From an optimization exercise on the open Yosys and OpenROAD flow, aimed at small area and a short achievable clock period; shortcuts taken in it are not production practice. In this exercise RTL edits were held to simulation tests only and were not proved equivalent to the original. Power figures rest on the tool's default switching activity, not on a simulated workload.

`flow/run.sh`:
```
#!/bin/bash
# synth_recipe.tcl (not shown) runs the flow's synth.tcl, then flattens the netlist and writes it again
# the make line also repeats each setting of config.mk as NAME=value (left out here)
make -C /OpenROAD-flow-scripts/flow DESIGN_CONFIG=/design/flow/config.mk WORK_HOME=/design/flow/orfs CLKGATE_MAP_FILE= SYNTH_SCRIPT=/design/flow/synth_recipe.tcl finish
```
`flow/config.mk`:
```
export PLATFORM = sky130hd
export DESIGN_NAME = data_memory_sized
export DESIGN_NICKNAME = data_memory_sized
export VERILOG_FILES = /design/flow/design.v
export SDC_FILE = /design/flow/constraint.sdc
export NUM_CORES = 4
export LEC_CHECK = 0
export CAP_MARGIN = 20
export CORE_MARGIN = 2
export CORE_UTILIZATION = 30
export SLEW_MARGIN = 20
```
`flow/constraint.sdc`:
```
create_clock -name core_clock -period 5.5 [get_ports {clk}]
set_input_delay 1.1000 -clock core_clock [delete_from_list [all_inputs] [get_ports {clk}]]
set_output_delay 1.1000 -clock core_clock [all_outputs]
set_load 0.01 [all_outputs]
```
`flow/design.v`:
```
module data_memory_sized #(
    parameter int DEPTH       = 32,
    parameter int ADDR_W      = 64,
    parameter int WAIT_CYCLES = 1
) (
    input  logic              clk,
    input  logic              reset,
    input  logic              req_valid,
    output logic              req_ready,
    input  logic              req_wr,
    input  logic [ADDR_W-1:0] req_addr,
    input  logic [1:0]        req_size,
    input  logic              req_unsigned,
    input  logic [63:0]       req_wdata,
    output logic              resp_valid,
    output logic [63:0]       resp_rdata,
    output logic              resp_err
);
    localparam int IDX_W = $clog2(DEPTH);
    localparam logic [ADDR_W-1:0] LIMIT = DEPTH * 8;
    localparam logic [3:0] WAIT_LAST = (WAIT_CYCLES > 0) ? (WAIT_CYCLES - 1) : 0;
    localparam bit PRELOAD = 1'b0;
    typedef enum logic [1:0] {
        S_IDLE,
        S_WAIT,
        S_EXEC,
        S_RESP
    } state_t;
    state_t state_q, state_d;
    logic [3:0] cnt_q, cnt_d;
    logic accept;
    logic              wr_q;
    logic [ADDR_W-1:0] addr_q;
    logic [1:0]        size_q;
    logic              uns_q;
    logic [63:0]       wdata_q;
    logic [63:0] mem_q [DEPTH];
    logic [63:0] rdata_q;
    logic        err_q;
    logic [2:0]       off;
    logic [IDX_W-1:0] idx;
    logic             oor;
    logic             mis;
    logic             err;
    function automatic logic [63:0] reset_image(input int i);
        reset_image = (PRELOAD && (i < 5)) ? (i + 1) : 64'd0;
    endfunction
    function automatic logic [63:0] merge_store(input logic [63:0] old,
                                                input logic [63:0] wd,
                                                input logic [2:0]  o,
                                                input logic [1:0]  sz);
        logic [8:0]  mask;
        logic [7:0]  be;
        logic [63:0] sh;
        logic [63:0] res;
        mask = (9'd1 << (4'd1 << sz)) - 9'd1;
        be   = mask[7:0] << o;
        sh   = wd << {o, 3'b000};
        for (int b = 0; b < 8; b++) begin
            res[8*b +: 8] = be[b] ? sh[8*b +: 8] : old[8*b +: 8];
        end
        merge_store = res;
    endfunction
    function automatic logic [63:0] load_extend(input logic [63:0] word,
                                                input logic [2:0]  o,
                                                input logic [1:0]  sz,
                                                input logic        uns);
        logic [63:0] sh;
        logic [63:0] res;
        sh = word >> {o, 3'b000};
        case (sz)
            2'd0:    res = uns ? {56'd0, sh[7:0]}  : {{56{sh[7]}},  sh[7:0]};
            2'd1:    res = uns ? {48'd0, sh[15:0]} : {{48{sh[15]}}, sh[15:0]};
            2'd2:    res = uns ? {32'd0, sh[31:0]} : {{32{sh[31]}}, sh[31:0]};
            default: res = sh;
        endcase
        load_extend = res;
    endfunction
    assign off = addr_q[2:0];
    assign idx = addr_q[IDX_W+2:3];
    assign oor = (addr_q >= LIMIT);
    always_comb begin
        mis = 1'b0;
        case (size_q)
            2'd1:    mis = addr_q[0];
            2'd2:    mis = |addr_q[1:0];
            2'd3:    mis = |addr_q[2:0];
            default: mis = 1'b0;
        endcase
    end
    assign err = oor | mis;
    always_ff @(posedge clk or posedge reset) begin
        if (reset) begin
            state_q <= S_IDLE;
            cnt_q   <= 4'd0;
        end else begin
            state_q <= state_d;
            cnt_q   <= cnt_d;
        end
    end
    always_comb begin
        state_d    = state_q;
        cnt_d      = cnt_q;
        req_ready  = 1'b0;
        resp_valid = 1'b0;
        accept     = 1'b0;
        case (state_q)
            S_IDLE: begin
                req_ready = 1'b1;
                cnt_d     = 4'd0;
                if (req_valid) begin
                    accept  = 1'b1;
                    state_d = (WAIT_CYCLES > 0) ? S_WAIT : S_EXEC;
                end
            end
            S_WAIT: begin
                if (cnt_q == WAIT_LAST) begin
                    cnt_d   = 4'd0;
                    state_d = S_EXEC;
                end else begin
                    cnt_d = cnt_q + 4'd1;
                end
            end
            S_EXEC: begin
                state_d = S_RESP;
            end
            S_RESP: begin
                resp_valid = 1'b1;
                state_d    = S_IDLE;
            end
            default: begin
                state_d = S_IDLE;
            end
        endcase
    end
    always_ff @(posedge clk) begin
        if (accept) begin
            wr_q    <= req_wr;
            addr_q  <= req_addr;
            size_q  <= req_size;
            uns_q   <= req_unsigned;
            wdata_q <= req_wdata;
        end
    end
    always_ff @(posedge clk or posedge reset) begin
        if (reset) begin
            rdata_q <= 64'd0;
            err_q   <= 1'b0;
            for (int i = 0; i < DEPTH; i++) begin
                mem_q[i] <= reset_image(i);
            end
        end else if (state_q == S_EXEC) begin
            err_q <= err;
            if (err) begin
                rdata_q <= 64'd0;
            end else if (wr_q) begin
                rdata_q    <= 64'd0;
                mem_q[idx] <= merge_store(mem_q[idx], wdata_q, off, size_q);
            end else begin
                rdata_q <= load_extend(mem_q[idx], off, size_q, uns_q);
            end
        end
    end
    assign resp_rdata = rdata_q;
    assign resp_err   = err_q;
endmodule
```
==> flow_summary.rst, run 1 <==
.. list-table::
   :header-rows: 1

   * - Metric
     - Value
   * - Number of nets produced by synthesis
     - approximately 11000
   * - Num Clock Sinks
     - about 2300
   * - Final Hold Violating Endpoints
     - 0
   * - I/O pin cnt
     - 202
   * - Number of synthesized flops with an enable pin
     - roughly 130
   * - Largest clock skew in the final design
     - 0.08239 ns
   * - Library cells used by synthesis
     - around 80
   * - Detail-routed net length per standard cell
     - ~27 um
   * - Placeable core area
     - approximately 330000 sq um
   * - Post-route minimum period
     - approximately 5.1 ns
   * - Bufs on Longest Clock Path
     - 4
   * - Signed area change from the synthesized netlist to the final layout
     - 15.87%
   * - Register area
     - between 50000 and 60000 sq um
   * - Worst path cell trace
     - buf_4, inv_4, a32oi_1, nor3_1, nor4_1, buf_4, a21oi_1, buf_4, mux2i_2, o221ai_2, a221oi_4, buf_4, o221ai_1
   * - Number of optimization iterations in the first detailed-route pass
     - 9
   * - Clock transition at the register clock pins on the worst setup and hold paths after CTS
     - ~0.060 ns
   * - Warning count from the yosys run
     - 2
   * - Count of port buffers added during placement
     - ~200
   * - Area of all placed cells without fillers
     - about 120000 sq um
   * - Number of routed nets with antenna violations
     - 0
   * - Vertical die dimension
     - just under 600 um
   * - Flop and latch count out of synthesis
     - 2251
   * - Share of cells above drive strength 1
     - 0.08622
   * - Dominant register cell in the synthesized netlist
     - sky130_fd_sc_hd__dfrtp_1
   * - Final estimated routing congestion in global placement
     - between 0.9 and 1
   * - Power density normalized to cell area
     - 343.6 nW/um^2
   * - Upper clock frequency limit
     - ~200 MHz
   * - Iteration-0 DRC Markers
     - between 10000 and 15000
   * - Peak supply drop
     - 0.2828 mV
   * - Final HPWL from detailed placement
     - about 230000 um
   * - Lkg Pwr
     - a little under 0.05 uW
   * - Via count of the first global-routing pass
     - a little over 80000
   * - Global routing usage summed across all routing layers
     - 0.2359
   * - Async S/R FF share, synth
     - 0.9414
   * - First-pass GRT wire length
     - roughly 600000 um
   * - Standard-cell row count
     - ~210
   * - Synthesized cell area
     - about 100000 sq um
   * - Multi-input gate area in the final layout
     - 38630 sq um
   * - Max cap viols
     - 0
   * - Actual slew at the worst max-slew pin
     - between 1 and 1.5 ns
   * - Worst Hold Path Cells
     - 2
   * - Required time of the critical path
     - roughly 6.3 ns
   * - Fin worst setup slack
     - around 0.37 ns
   * - Post-route setup TNS
     - 0 ns
   * - DR DRC count
     - 0
   * - Share of the yosys chip area belonging to registers
     - 0.5735
   * - Portion of the clock cycle consumed by the worst path in the final layout
     - 0.9332
   * - Tightest Hold Check Type
     - flop to flop
   * - Max-slew headroom
     - 0.2069
   * - Cells resized by post-CTS repair
     - 0
   * - Pin count of the biggest net entering global routing
     - about 140
   * - Mean Syn Cell Area
     - approximately 9 sq um
   * - Critical Path End Type
     - flop
   * - Crit-path max FO
     - 32
   * - Clock root buffer master
     - sky130_fd_sc_hd__clkbuf_16
   * - Die Area
     - about 340000 sq um
   * - Initial core utilization
     - 0.3011
   * - Number of levels in the clock H-tree
     - 4
   * - Category of the critical setup timing path
     - flop to flop
   * - Max-slew violations
     - 0
   * - Finish-stage setup viols
     - 0
   * - Clock latency on the worst-skew pair
     - ~0.94 ns
   * - Via total after detailed routing
     - 86550
   * - Routed vias/inst
     - between 5 and 6
   * - WL final
     - 404000 um
   * - Delay contributed by the slowest stage of the critical path
     - between 0.8 and 0.9 ns
   * - Horizontal die dimension
     - around 580 um
   * - Cell with the most instances on the worst path
     - sky130_fd_sc_hd__buf_4
   * - Final Net Count
     - 10750
   * - Placed cell area
     - between 100000 and 150000 sq um
   * - Initial antenna violation count
     - 16
   * - Synthesized instance count
     - 10920
   * - Total grt overflow
     - 0
   * - CTS Hold Bufs
     - 0
   * - Worst Reg2Reg Path Length in Cells
     - 13
   * - Number of fill cells
     - around 34000
   * - Worst-case setup slack after placement
     - 0.5079 ns
   * - Slowest library cell on the worst path
     - sky130_fd_sc_hd__nor4_1
   * - Result of the run
     - complete, no violations
   * - Critical Path AT
     - 5.93 ns
   * - CTS tree
     - yes
   * - Setup repair after global routing missed its margin
     - no
   * - Setup Buffers After CTS
     - 0
   * - Nature of the critical path startpoint
     - flop
   * - Number of clock buffers inserted by TritonCTS
     - roughly 230
cell usage after synthesis (12+ instances only):
library cell,n,area (sq um)
sky130_fd_sc_hd__nand2_1,2186,8205
sky130_fd_sc_hd__o21ai_0,2131,10670
sky130_fd_sc_hd__dfrtp_1,2119,53030
sky130_fd_sc_hd__nand3_1,1568,7848
sky130_fd_sc_hd__clkbuf_1,963,3615
sky130_fd_sc_hd__nand4_1,412,2577
sky130_fd_sc_hd__nor2_1,178,668.1
sky130_fd_sc_hd__mux2i_1,153,1531
sky130_fd_sc_hd__nor4_1,135,844.6
sky130_fd_sc_hd__edfxtp_1,132,3964
sky130_fd_sc_hd__a21oi_1,108,540.5
sky130_fd_sc_hd__and3_1,103,644.4
sky130_fd_sc_hd__buf_1,96,360.4
sky130_fd_sc_hd__a22oi_1,94,705.7
sky130_fd_sc_hd__buf_2,67,335.3
sky130_fd_sc_hd__a2111oi_0,33,289.0
sky130_fd_sc_hd__mux2_2,33,371.6
sky130_fd_sc_hd__nor3_1,25,125.1
sky130_fd_sc_hd__a222oi_1,23,230.2
sky130_fd_sc_hd__inv_1,23,86.33
sky130_fd_sc_hd__nor2b_1,23,143.9
sky130_fd_sc_hd__o21ai_1,21,105.1
sky130_fd_sc_hd__a22o_1,20,175.2
sky130_fd_sc_hd__a31oi_1,18,112.6
sky130_fd_sc_hd__a211oi_1,16,120.1
sky130_fd_sc_hd__a32oi_1,16,140.1
sky130_fd_sc_hd__o211ai_1,14,105.1
sky130_fd_sc_hd__a221o_1,13,130.1
sky130_fd_sc_hd__nand3b_1,13,97.59
sky130_fd_sc_hd__o22ai_1,13,81.33
sky130_fd_sc_hd__and2_1,12,75.07
metal layers:
metal,wire (um),track usage,part of all wire,up-vias
met5,32,0,0.000079,-
met4,20620,0.1062,0.051,4
met3,38770,0.04713,0.096,1019
met2,179500,0.3610,0.44,4547
met1,165100,0.3222,0.41,43220
li1,-,-,-,37760
through the flow:
stage | power, uW | utilization | instances | hold slack (ns)
after detailed placement | 22940 | 0.3246 | 14730 | 0.4620
after global placement | 22960 | 0.3246 | 14730 | 0.4531
after floorplan | 20240 | - | 10920 | 0.4418
after CTS | 39440 | 0.3486 | 15150 | 0.4756
after global routing | 40520 | 0.3489 | 15160 | 0.4917
final | 39560 | 0.3489 | 15160 | 0.4711
worst max-delay path: cells and delay by family (launching register included):
kind | cells | cell delay [ns]
buffers and inverters | 5 | 1.79
AO/OA/AOI/OAI | 5 | 1.11
AND/OR/NAND/NOR | 2 | 0.93
flip-flops | 1 | 0.82
multiplexers | 1 | 0.33
sequential cells by signal, indices dropped and copies added, names as in the netlist:
register	flops
mem_q	2048
addr_q	64
rdata_q	64
wdata_q	64
cnt_q	4
size_q	2
state_q	2
err_q	1
uns_q	1
wr_q	1
path summary, 6_finish.rpt:
| check | slack [ns] | to | start |
|---|---|---|---|
| hold / removal | 0.47 | mem_q[6][6] | mem_q[6][6] |
| min in group asynchronous | 0.80 | mem_q[26][39] | reset |
| max in group asynchronous | 3.21 | mem_q[13][3] | reset |
| setup reg to reg | 0.37 | rdata_q[47] | addr_q[3] |
| hold reg to reg | 0.47 | mem_q[6][6] | mem_q[6][6] |
| setup / recovery | 0.37 | rdata_q[47] | addr_q[3] |
power breakdown:
| part | internal [uW] | switching [uW] |
|---|---|---|
| sequential | 16900 | 188 |
| combinational | 1110 | 4640 |
| clock | 9690 | 7000 |
final cells by class:
cell class,count,share of cell area
Clock buffer,336,0.05986
Antenna cell,12,0.0002608
Clock inverter,81,0.008975
Sequential cell,2251,0.4949
Timing Repair Buffer,583,0.05211
Multi-Input combinational cell,7507,0.3355
Inverter,28,0.0009671
Tap cell,4366,0.04744
kinds of logic after synthesis:
group	count (synthesis)	synth area share
AOI/OAI and AO/OA	2598	0.1422
adders and majority gates	6	0.0007554
buffers and inverters	1161	0.04500
DFF	2251	0.5735
muxes	191	0.02019
and+or+nand+nor	4712	0.2184
layout by cell type (no fill, tap or decap), types with 21 or more instances in the layout:
cell type	n
sky130_fd_sc_hd__a2111oi_0	31
sky130_fd_sc_hd__a21oi_1	100
sky130_fd_sc_hd__a222oi_1	23
sky130_fd_sc_hd__a22oi_1	94
sky130_fd_sc_hd__and3_1	101
sky130_fd_sc_hd__buf_12	86
sky130_fd_sc_hd__buf_4	292
sky130_fd_sc_hd__bufinv_16	22
sky130_fd_sc_hd__clkbuf_1	40
sky130_fd_sc_hd__clkbuf_16	237
sky130_fd_sc_hd__clkbuf_8	59
sky130_fd_sc_hd__clkdlybuf4s50_1	201
sky130_fd_sc_hd__clkinv_2	43
sky130_fd_sc_hd__dfrtp_1	2119
sky130_fd_sc_hd__edfxtp_1	132
sky130_fd_sc_hd__inv_1	21
sky130_fd_sc_hd__mux2_2	33
sky130_fd_sc_hd__mux2i_1	116
sky130_fd_sc_hd__mux2i_2	30
sky130_fd_sc_hd__nand2_1	2156
sky130_fd_sc_hd__nand2_4	30
sky130_fd_sc_hd__nand3_1	1565
sky130_fd_sc_hd__nand4_1	412
sky130_fd_sc_hd__nor2_1	172
sky130_fd_sc_hd__nor2b_1	21
sky130_fd_sc_hd__nor4_1	134
sky130_fd_sc_hd__o21ai_0	2119
sky130_fd_sc_hd__o21ai_1	21
==> run 2: changes to the inputs <==
==> flow/design.v (replaced) <==
module data_memory_sized #(
    parameter int DEPTH       = 32,
    parameter int ADDR_W      = 64,
    parameter int WAIT_CYCLES = 1
) (
    input  logic              clk,
    input  logic              reset,
    input  logic              req_valid,
    output logic              req_ready,
    input  logic              req_wr,
    input  logic [ADDR_W-1:0] req_addr,
    input  logic [1:0]        req_size,
    input  logic              req_unsigned,
    input  logic [63:0]       req_wdata,
    output logic              resp_valid,
    output logic [63:0]       resp_rdata,
    output logic              resp_err
);
    localparam int IDX_W = $clog2(DEPTH);
    logic idle_q, wait_q, exec_q, resp_q;
    always_ff @(posedge clk or posedge reset) begin
        if (reset) begin
            idle_q <= 1'b1;
            wait_q <= 1'b0;
            exec_q <= 1'b0;
            resp_q <= 1'b0;
        end else begin
            idle_q <= resp_q | (idle_q & ~req_valid);
            wait_q <= idle_q & req_valid;
            exec_q <= wait_q;
            resp_q <= exec_q;
        end
    end
    assign req_ready  = idle_q;
    assign resp_valid = resp_q;
    logic             wr_q;
    logic             uns_q;
    logic             err_q;
    logic [1:0]       size_q;
    logic [2:0]       off_q;
    logic [DEPTH-1:0] sel_q;      
    logic mis_in, oor_in;
    always_comb begin
        case (req_size)
            2'd1:    mis_in = req_addr[0];
            2'd2:    mis_in = |req_addr[1:0];
            2'd3:    mis_in = |req_addr[2:0];
            default: mis_in = 1'b0;
        endcase
    end
    assign oor_in = |req_addr[ADDR_W-1:IDX_W+3];
    always_ff @(posedge clk) begin
        if (idle_q) begin
            wr_q   <= req_wr;
            uns_q  <= req_unsigned;
            err_q  <= oor_in | mis_in;
            size_q <= req_size;
            off_q  <= req_addr[2:0];
            for (int w = 0; w < DEPTH; w++) begin
                sel_q[w] <= (req_addr[IDX_W+2:3] == w[IDX_W-1:0]);
            end
        end
    end
    logic [DEPTH-1:0][63:0] mem_q;
    logic [DEPTH-1:0]       vld_q;
    logic [63:0]            dat_q;
    wire we = exec_q & wr_q & ~err_q;
    always_ff @(posedge clk or posedge reset) begin
        if (reset) begin
            vld_q <= '0;
        end else if (we) begin
            vld_q <= vld_q | sel_q;
        end
    end
    always_ff @(posedge clk) begin
        for (int w = 0; w < DEPTH; w++) begin
            if (we && sel_q[w]) begin
                mem_q[w] <= dat_q;
            end
        end
    end
    logic [63:0] old;
    always_comb begin
        logic [63:0] acc;
        acc = 64'd0;
        for (int w = 0; w < DEPTH; w++) begin
            acc = acc | (mem_q[w] & {64{sel_q[w]}});
        end
        old = acc & {64{|(sel_q & vld_q)}};
    end
    logic [63:0] merged;
    always_comb begin
        for (int j = 0; j < 8; j++) begin
            logic [2:0] src;
            logic       be;
            case (size_q)
                2'd0: begin src = 3'd0;              be = (off_q == j[2:0]);        end
                2'd1: begin src = {2'b00, j[0]};     be = (off_q[2:1] == j[2:1]);   end
                2'd2: begin src = {1'b0, j[1:0]};    be = (off_q[2] == j[2]);       end
                default: begin src = j[2:0];         be = 1'b1;                     end
            endcase
            merged[8*j +: 8] = (wr_q && be) ? dat_q[8*src +: 8] : old[8*j +: 8];
        end
    end
    logic [63:0] loaded;
    always_comb begin
        logic [7:0] b0, b1, b2, b3, fill;
        logic       sgn;
        b0 = dat_q[8*off_q +: 8];
        b1 = dat_q[8*{off_q[2:1], 1'b1} +: 8];
        b2 = dat_q[8*{off_q[2], 2'b10} +: 8];
        b3 = dat_q[8*{off_q[2], 2'b11} +: 8];
        case (size_q)
            2'd0:    sgn = b0[7];
            2'd1:    sgn = b1[7];
            default: sgn = b3[7];
        endcase
        fill = (uns_q || size_q == 2'd3) ? 8'd0 : {8{sgn}};
        loaded[7:0]   = b0;
        loaded[15:8]  = (size_q != 2'd0) ? b1 : fill;
        loaded[31:16] = size_q[1] ? {b3, b2} : {fill, fill};
        loaded[63:32] = (size_q == 2'd3) ? dat_q[63:32] : {4{fill}};
        if (wr_q || err_q) loaded = 64'd0;
    end
    always_ff @(posedge clk) begin
        if (wait_q)      dat_q <= merged;
        else if (exec_q) dat_q <= loaded;
        else             dat_q <= req_wdata;
    end
    assign resp_rdata = dat_q;
    assign resp_err   = err_q;
endmodule
==> flow_summary.rst, run 2 <==
.. list-table::
   :header-rows: 1

   * - Metric
     - Value
   * - Cell Count, Final, Fillers Out
     - 8434 (-44%)
   * - Cell internal power dissipation
     - 26410 uW (-4.8%)
   * - Upper clock frequency limit
     - 269.0 MHz (+38%)
   * - Max-slew headroom
     - 0.1316 (-0.07530)
   * - Standard-cell row count
     - 189 (-10%)
   * - Most used standard cell by instance count after synthesis
     - sky130_fd_sc_hd__edfxtp_1
   * - Clock root buffer master
     - sky130_fd_sc_hd__clkbuf_16
   * - Number of buffer and inverter stages on the critical path
     - 1 (-4)
   * - Most frequent standard cell in the layout excluding fill and tap cells
     - sky130_fd_sc_hd__edfxtp_1
   * - Num Clock Sinks
     - 2188 (-2.8%)
   * - Critical Path End Type
     - primary output
   * - Power density normalized to cell area
     - 352.7 nW/um^2 (+2.6%)
   * - Number of fill cells
     - 24550 (-27%)
   * - Placed instance count
     - 8041 (-45%)
   * - Setup Buffers After CTS
     - 0 (unchanged)
   * - Flop and latch count out of synthesis
     - 2188 (-2.8%)
   * - Worst path cell trace
     - clkdlybuf4s50_1
   * - Leading cell types in the layout, fill and taps excluded
     - sky130_fd_sc_hd__edfxtp_1, sky130_fd_sc_hd__a22oi_1, sky130_fd_sc_hd__nand4_1, sky130_fd_sc_hd__clkbuf_16, sky130_fd_sc_hd__clkdlybuf4s50_1
   * - Worst Reg2Reg Path Length in Cells
     - 5 (-8)
   * - Post-route minimum period
     - 3.718 ns (-1.415 ns)
   * - DR DRC count
     - 0 (unchanged)
   * - Signed area change from the synthesized netlist to the final layout
     - 17.78%
   * - Synthesized cell area
     - 80230 sq um (-19%)
   * - Share of the yosys chip area belonging to registers
     - 0.8167 (+0.2432)
   * - First-pass GRT wire length
     - 422600 um (-28%)
   * - CTS tree
     - yes
   * - CTS Hold Bufs
     - 0 (unchanged)
   * - Library cells used by synthesis
     - 56 (-28%)
   * - Final Net Count
     - 4854 (-55%)
   * - Setup repair after global routing missed its margin
     - no
   * - Worst Hold Path Cells
     - 1 (-1)
   * - Finish-stage setup viols
     - 0 (unchanged)
   * - Result of the run
     - complete, no violations
   * - Global routing usage summed across all routing layers
     - 0.2265 (-0.009425)
   * - Switching fraction of total power
     - 0.2076 (-0.09133)
   * - Number of optimization iterations in the first detailed-route pass
     - 6 (-3)
   * - Delay contributed by the slowest stage of the critical path
     - 1.03 ns (+0.17 ns)
   * - Slowest library cell on the worst path
     - sky130_fd_sc_hd__edfxtp_1
   * - Dominant register cell in the synthesized netlist
     - sky130_fd_sc_hd__edfxtp_1
   * - Clock latency on the worst-skew pair
     - 0.90 ns (-0.04 ns)
   * - Number of synthesized flops with an enable pin
     - 2152 (+1500%)
   * - Regs by FF count
     - mem_q x2048, dat_q x64
   * - Max-slew violations
     - 0 (unchanged)
   * - Tot Pwr
     - 33330 uW (-16%)
   * - Crit-path max FO
     - 17 (-47%)
   * - I/O pin cnt
     - 202 (unchanged)
   * - Warning count from the yosys run
     - 1 (-1)
   * - Largest delay contributor family on the critical path
     - flip-flops
   * - Share of cells above drive strength 1
     - 0.1167 (+0.03047)
   * - Number of nets produced by synthesis
     - 4548 (-59%)
   * - Largest Register
     - mem_q
   * - Number of clock buffers inserted by TritonCTS
     - 209 (-10%)
   * - CP Depth
     - 1 (-12)
   * - Lkg Pwr
     - 0.02875 uW (-41%)
   * - Synth top cells by count
     - sky130_fd_sc_hd__edfxtp_1, sky130_fd_sc_hd__a22oi_1, sky130_fd_sc_hd__nand4_1
   * - Cell types with the largest area share after synthesis
     - sky130_fd_sc_hd__edfxtp_1, sky130_fd_sc_hd__a22oi_1, sky130_fd_sc_hd__nand4_1, sky130_fd_sc_hd__dfrtp_1, sky130_fd_sc_hd__clkbuf_1
   * - Vertical die dimension
     - 521.2 um (-10%)
   * - Pin count of the biggest net entering global routing
     - 94 (-30%)
   * - Post-route setup TNS
     - 0 ns (unchanged)
   * - Nature of the critical path startpoint
     - flop
   * - Comb pwr share
     - 0.020 (-0.125)
   * - Initial antenna violation count
     - 14 (-2)
   * - Tightest Hold Check Type
     - flop to flop
   * - Number of routed nets with antenna violations
     - 0 (unchanged)
   * - Iteration-0 DRC Markers
     - 9778 (-10%)
   * - WL final
     - 316900 um (-22%)
   * - Category of the critical setup timing path
     - flop to primary output
   * - Largest clock skew in the final design
     - 0.06951 ns (-0.01288 ns)
   * - Peak supply drop
     - 0.2839 mV (+0.38%)
   * - Async S/R FF share, synth
     - 0.01645 (-0.9249)
   * - Critical Path AT
     - 2.62 ns (-3.31 ns)
   * - Total grt overflow
     - 0 (unchanged)
   * - Synthesized instance count
     - 4413 (-60%)
   * - Placeable core area
     - 265600 sq um (-20%)
   * - Number of levels in the clock H-tree
     - 4 (unchanged)
   * - Via total after detailed routing
     - 50680 (-41%)
   * - Final Hold Violating Endpoints
     - 0 (unchanged)
   * - Horizontal die dimension
     - 521.2 um (-10%)
   * - Max cap viols
     - 0 (unchanged)
   * - Clock transition at the register clock pins on the worst setup and hold paths after CTS
     - 0.06 ns (about the same)
   * - Area leader, netlist
     - sky130_fd_sc_hd__edfxtp_1
   * - Fin worst setup slack
     - 1.782 ns (+1.415 ns)
   * - Via count of the first global-routing pass
     - 48640 (-41%)
   * - Cells resized by post-CTS repair
     - 0 (unchanged)
   * - Detail-routed net length per standard cell
     - 37.58 um (+41%)
   * - Final HPWL from detailed placement
     - 163500 um (-30%)
   * - Final estimated routing congestion in global placement
     - 0.9266 (-5.4%)
   * - Actual slew at the worst max-slew pin
     - 1.291 ns (+0.1010 ns)
   * - Count of port buffers added during placement
     - 201 (unchanged)
   * - Mean Syn Cell Area
     - 18.18 sq um (+100%)
   * - Routed vias/inst
     - 6.009 (+5.3%)
   * - Portion of the clock cycle consumed by the worst path in the final layout
     - 0.6760 (-0.2572)
   * - Bufs on Longest Clock Path
     - 3 (-1)
   * - Max FFs per register
     - 2048 (unchanged)
   * - Clock power share
     - 0.429 (+0.007)
   * - Worst-case setup slack after placement
     - 2.098 ns (+1.590 ns)
   * - P_sw
     - 6919 uW (-41%)
   * - Required time of the critical path
     - 4.40 ns (-1.89 ns)
   * - Initial core utilization
     - 0.3021 (+0.0009756)
   * - Die Area
     - 271600 sq um (-19%)
   * - Top cell type's share of synthesized area
     - 0.8054 (+0.2719)
   * - Share of total power in sequential cells
     - 0.551 (+0.118)
run 2: cell count changes after synthesis, sizes merged, moves of 142 or more:
cell,previous run,this run
nand2,2186,32
dfrtp,2119,35
o21ai,2152,76
edfxtp,132,2152
nand3,1568,8
a22oi,94,1064
clkbuf,963,178
nand4,412,263
mux2i,154,12
run 2: worst reg2reg max path: stages, from the launching register on:
cell and delay, ns:
sky130_fd_sc_hd__edfxtp_1 0.78, sky130_fd_sc_hd__nor2_2 0.96, sky130_fd_sc_hd__mux2i_1 0.88, sky130_fd_sc_hd__a21o_1 0.22, sky130_fd_sc_hd__o21ai_0 0.18, sky130_fd_sc_hd__o22a_1 0.32
run 2: worst paths after layout:
kind	from	endpoint	slack, ns
max	dat_q[48]	resp_rdata[48]	1.78
min	resp_q	idle_q	0.47
max reg2reg	size_q[1]	dat_q[40]	1.88
min in group asynchronous	reset	exec_q	0.74
min reg2reg	resp_q	idle_q	0.47
max in group asynchronous	reset	wait_q	4.24
run 2: final cells by class:
type                            count  area, sq um  area share
Sequential cell                  2188        65530      0.6934
Clock inverter                    126         1250     0.01323
Multi-Input combinational cell   1927        13680      0.1447
Tap cell                         3533         4420     0.04678
Antenna cell                        8        20.02   0.0002118
Inverter                           14        52.55   0.0005561
Timing Repair Buffer              379         4085     0.04323
Clock buffer                      259         5470     0.05789
run 2: through the flow:
step	hold slack, ns	cell area [sq um]	util
floorplan	0.3739	80230	-
finish	0.4700	94500	0.3559
global placement	0.4447	87660	0.3301
global route	0.4785	94490	0.3558
detailed placement	0.4530	87760	0.3305
CTS	0.4686	94480	0.3558
run 2: per-layer routing:
metal / routed length (um) / part of all wire / global-route usage
met5: 35 / 0.00011 / 0.0007020
met4: 23940 / 0.076 / 0.1470
met3: 37450 / 0.12 / 0.04274
met2: 147000 / 0.46 / 0.3610
met1: 108500 / 0.34 / 0.2825
run 2: logic make-up after synthesis:
logic type      synth area share
compound gates            0.1180
buf+inv                  0.01449
flops                     0.8167
mux                     0.005848
simple gates             0.04502
run 2: power by group through the flow:
| stage | clock, uW | combinational, uW | sequential (uW) |
|---|---|---|---|
| after floorplan | 0 | 72.3 | 18800 |
| after global placement | 0 | 634 | 18700 |
| after detailed placement | 0 | 653 | 18700 |
| after CTS | 14300 | 653 | 18400 |
| after global routing | 14900 | 679 | 18400 |
| final | 14300 | 666 | 18400 |

==> port drivers added, routing unchanged <==
In the flow no input, the clock included, has a driving cell. The finished layouts below were timed again as built, in two steps. Step 1: set_driving_cell puts a clkbuf_16 on clk and a buf_2 on each other input, an assumption about the parent block. Step 2 moves the port delays by t, midway between the first and last clock arrival at a register: inputs arrive t later, outputs are due t later. That takes back most of the time a late clock gives input paths. a / b / c = no drivers / after step 1 / after step 2; a / b = the first two.
run | shift t [ns] | setup WS [ns] | worst hold slack (ns) | worst setup path after step 2 | worst data-port slew with drivers (ns)
run 1 | 1.012 | 0.367 / 0.367 / 0.367 | 0.471 / 0.471 / 0.471 | register to register | 0.17
run 2 | 0.953 | 1.782 / 1.689 / 1.881 | 0.470 / 0.470 / 0.470 | register to register | 0.25
After both steps setup and hold are still met in every run listed.
